What follows belongs to an exercise in optimizing a design on an open flow for small area and a short achievable clock period; a production flow would make more cautious choices. Only simulation tests tie the RTL to the original design; equivalence was not proved. No driver is modelled on the clock port, so clocking that relies on it looks cheaper here than on a real chip.

== the baseline ==
==> module isp_gauss, before the edit <==
module isp_gauss
(
    input  logic        gauss_en,
    input  logic [9:0]  m_top,       
    input  logic [9:0]  m_mid,       
    input  logic [9:0]  m_new,       
    input  logic [11:0] v_c1,        
    input  logic [11:0] v_c2,        
    input  logic [9:0]  m_ctr,       
    output logic [11:0] v_c0,        
    output logic [9:0]  out
);
    logic [11:0] vs, vk;
    logic [13:0] as, ak, bs, bk, hs, hk;
    logic [13:0] total;
    logic [12:0] vr;
    logic [7:0]  lo_c;
    logic [6:0]  hi0, hi1;
    logic [7:0]  hc0, hc1;
    logic [10:0] va, vb, vc;
    logic [12:0] bc;
    assign va = {1'b0, m_top};
    assign vb = {m_mid, 1'b0};
    assign vc = {1'b0, m_new};
    assign bc = {v_c1, 1'b0};
    always_comb
    begin
        vs = '0;
        vk = '0;
        for (int i = 0; i < 11; i++)
        begin
            vs[i]   = va[i] ^ vb[i] ^ vc[i];
            vk[i+1] = (va[i] & vb[i]) | (va[i] & vc[i]) | (vb[i] & vc[i]);
        end
        vr[0] = 1'b0;
        for (int i = 0; i < 12; i++)
        begin
            v_c0[i] = vs[i] ^ vk[i] ^ vr[i];
            vr[i+1] = (vs[i] & vk[i]) | (vs[i] & vr[i]) | (vk[i] & vr[i]);
        end
        as = '0;
        ak = '0;
        for (int i = 0; i < 12; i++)
        begin
            as[i]   = vs[i] ^ vk[i] ^ v_c2[i];
            ak[i+1] = (vs[i] & vk[i]) | (vs[i] & v_c2[i]) | (vk[i] & v_c2[i]);
        end
        bs = '0;
        bk = '0;
        for (int i = 0; i < 13; i++)
        begin
            bs[i]   = as[i] ^ ak[i] ^ bc[i];
            bk[i+1] = (as[i] & ak[i]) | (as[i] & bc[i]) | (ak[i] & bc[i]);
        end
        hs = bs;
        hk = bk;
        lo_c[0] = 1'b0;
        for (int i = 0; i < 7; i++)
        begin
            total[i]  = hs[i] ^ hk[i] ^ lo_c[i];
            lo_c[i+1] = (hs[i] & hk[i]) | (hs[i] & lo_c[i]) | (hk[i] & lo_c[i]);
        end
        hc0[0] = 1'b0;
        hc1[0] = 1'b1;
        for (int i = 0; i < 7; i++)
        begin
            hi0[i]   = hs[i+7] ^ hk[i+7] ^ hc0[i];
            hc0[i+1] = (hs[i+7] & hk[i+7]) | (hs[i+7] & hc0[i]) | (hk[i+7] & hc0[i]);
            hi1[i]   = hs[i+7] ^ hk[i+7] ^ hc1[i];
            hc1[i+1] = (hs[i+7] & hk[i+7]) | (hs[i+7] & hc1[i]) | (hk[i+7] & hc1[i]);
        end
        total[13:7] = lo_c[7] ? hi1 : hi0;
    end
    assign out = gauss_en ? total[13:4] : m_ctr;
endmodule
clock: 16.0 ns
lec_check: 0
cap_margin: 20
core_margin: 2
core_utilization: 60
slew_margin: 20
standard.sh (not shown) runs the stock make flow with config.mk's settings and CLKGATE_MAP_FILE= SYNTH_SCRIPT=/design/flow/synth_recipe.tcl, a recipe that flattens the netlist after the stock synthesis.
==> flow/flow/run.sh <==
#!/bin/bash
# Layout flow: the standard ORFS flow (standard.sh) with these changes.
#  - ABC maps the logic with an area-oriented script (abc_area_nf.script) in
#    place of ORFS's abc_speed.script; ORFS's scripts are copied to a local
#    folder and only that one file is replaced.
#  - repair_timing (floorplan, CTS and global-route stages) aims at a setup
#    slack of SETUP_SLACK_MARGIN ns, optimising towards a shorter period
#    than the 16 ns the design is constrained and signed off at.
#  - a leaner clock tree: larger sink clusters, clkbuf_8, no dummy loads.
#  - port buffers are buf_1 (repair upsizes those on critical paths).
#  - after CTS, s_axis_tready's output buffer is driven straight from
#    m_axis_tready's input buffer (post_cts.tcl, ft_eco.tcl).
#  - net fanout is capped at 40 before repair_design (pre_resize.tcl).
# Each tool's output goes to the ORFS logs under orfs/logs; make's output
# goes to standard.log.
set -euo pipefail
rm -rf scripts_local
cp -r "$FLOW_HOME/scripts" scripts_local
cp flow/abc_area_nf.script scripts_local/abc_speed.script
export SETUP_SLACK_MARGIN=9.4
export CTS_ARGS="-sink_clustering_enable -repair_clock_nets -sink_clustering_size 15 -sink_clustering_max_diameter 70 -buf_list sky130_fd_sc_hd__clkbuf_8 -dont_use_dummy_load"
export BUFFER_PORTS_ARGS="-buffer_cell sky130_fd_sc_hd__buf_1"
export POST_CTS_TCL="$PWD/flow/post_cts.tcl"
export PRE_RESIZE_TCL="$PWD/flow/pre_resize.tcl"
bash standard.sh SCRIPTS_DIR="$PWD/scripts_local" finish > standard.log 2>&1
Other scripts of this flow, unchanged in this note and not shown: flow/flow/abc_area_nf.script, flow/flow/ft_eco.tcl, flow/flow/post_cts.tcl, flow/flow/pre_resize.tcl
The baseline has completed all stages; timing, DRC and antenna checks passed.
> inputs changed (the baseline -> the candidate)
diff --git a/flow/design.v b/flow/design.v
--- a/flow/design.v
+++ b/flow/design.v
@@ -179,7 +179,7 @@
 );
     logic [11:0] vs, vk;
-    logic [13:0] as, ak, bs, bk, hs, hk;
+    logic [13:0] hs, hk;
     logic [13:0] total;
-    logic [12:0] vr;
+    logic [6:0]  vr;
     logic [7:0]  lo_c;
     logic [6:0]  hi0, hi1;
@@ -187,4 +187,9 @@
     logic [10:0] va, vb, vc;
     logic [12:0] bc;
+    logic [12:0] ac, cc;
+    logic [6:0]  vq0, vq1;
+    logic [5:0]  vu0, vu1;
+    assign ac = {1'b0, v_c2};
+    assign cc = {1'b0, v_c0};
     assign va = {1'b0, m_top};
     assign vb = {m_mid, 1'b0};
@@ -201,25 +206,26 @@
         end
         vr[0] = 1'b0;
-        for (int i = 0; i < 12; i++)
+        for (int i = 0; i < 6; i++)
         begin
             v_c0[i] = vs[i] ^ vk[i] ^ vr[i];
             vr[i+1] = (vs[i] & vk[i]) | (vs[i] & vr[i]) | (vk[i] & vr[i]);
         end
-        as = '0;
-        ak = '0;
-        for (int i = 0; i < 12; i++)
+        vq0[0] = 1'b0;
+        vq1[0] = 1'b1;
+        for (int i = 0; i < 6; i++)
         begin
-            as[i]   = vs[i] ^ vk[i] ^ v_c2[i];
-            ak[i+1] = (vs[i] & vk[i]) | (vs[i] & v_c2[i]) | (vk[i] & v_c2[i]);
+            vu0[i]   = vs[i+6] ^ vk[i+6] ^ vq0[i];
+            vq0[i+1] = (vs[i+6] & vk[i+6]) | (vs[i+6] & vq0[i]) | (vk[i+6] & vq0[i]);
+            vu1[i]   = vs[i+6] ^ vk[i+6] ^ vq1[i];
+            vq1[i+1] = (vs[i+6] & vk[i+6]) | (vs[i+6] & vq1[i]) | (vk[i+6] & vq1[i]);
         end
-        bs = '0;
-        bk = '0;
+        v_c0[11:6] = vr[6] ? vu1 : vu0;
+        hs = '0;
+        hk = '0;
         for (int i = 0; i < 13; i++)
         begin
-            bs[i]   = as[i] ^ ak[i] ^ bc[i];
-            bk[i+1] = (as[i] & ak[i]) | (as[i] & bc[i]) | (ak[i] & bc[i]);
+            hs[i]   = ac[i] ^ bc[i] ^ cc[i];
+            hk[i+1] = (ac[i] & bc[i]) | (ac[i] & cc[i]) | (bc[i] & cc[i]);
         end
-        hs = bs;
-        hk = bk;
         lo_c[0] = 1'b0;
         for (int i = 0; i < 7; i++)
## What came out
- Net count reported at finish: the candidate vs the baseline — no meaningful difference
- Core area delta (the candidate -> the baseline): insignificant
- Compared with the baseline, in the candidate global route total overflow held steady; clock insertion delay at the later pin of the skew report grew by 0.02 ns; period utilization held steady.
- The candidate vs. the baseline: smallest setup slack after layout has increased; final area comparable.
- Routed wire length of the baseline is on par with the candidate.

[afterwards: timing with drivers on the ports]
How much do the figures lean on ideal ports? The routed layouts below were timed once more, with nothing changed but the port constraints. Step 1 sets driving cells, clkbuf_16 on the clock port and buf_2 on the other inputs (assumed; they add their load-dependent delay and slew). Step 2, shift: input delay + t, output delay - t, t = (earliest + latest rising clock arrival at the registers) / 2. This alone moves slack from input paths to output paths. Three values: no drivers, after step 1, after step 2; two values: the first two.
run	t (ns)	setup WS [ns]	worst hold slack (ns)	worst setup path at the end	pins driven straight from the clock port
the baseline	0.693	9.386 / 9.345 / 9.171	0.406 / 0.406 / 0.406	input to register	1
the candidate	0.679	9.398 / 9.363 / 9.022	0.362 / 0.362 / 0.362	input to register	1
After both steps setup and hold are still met in every run listed. For the candidate, which loses most, drivers alone change the setup slack by -0.035 ns; drivers and shift together by -0.376 ns.
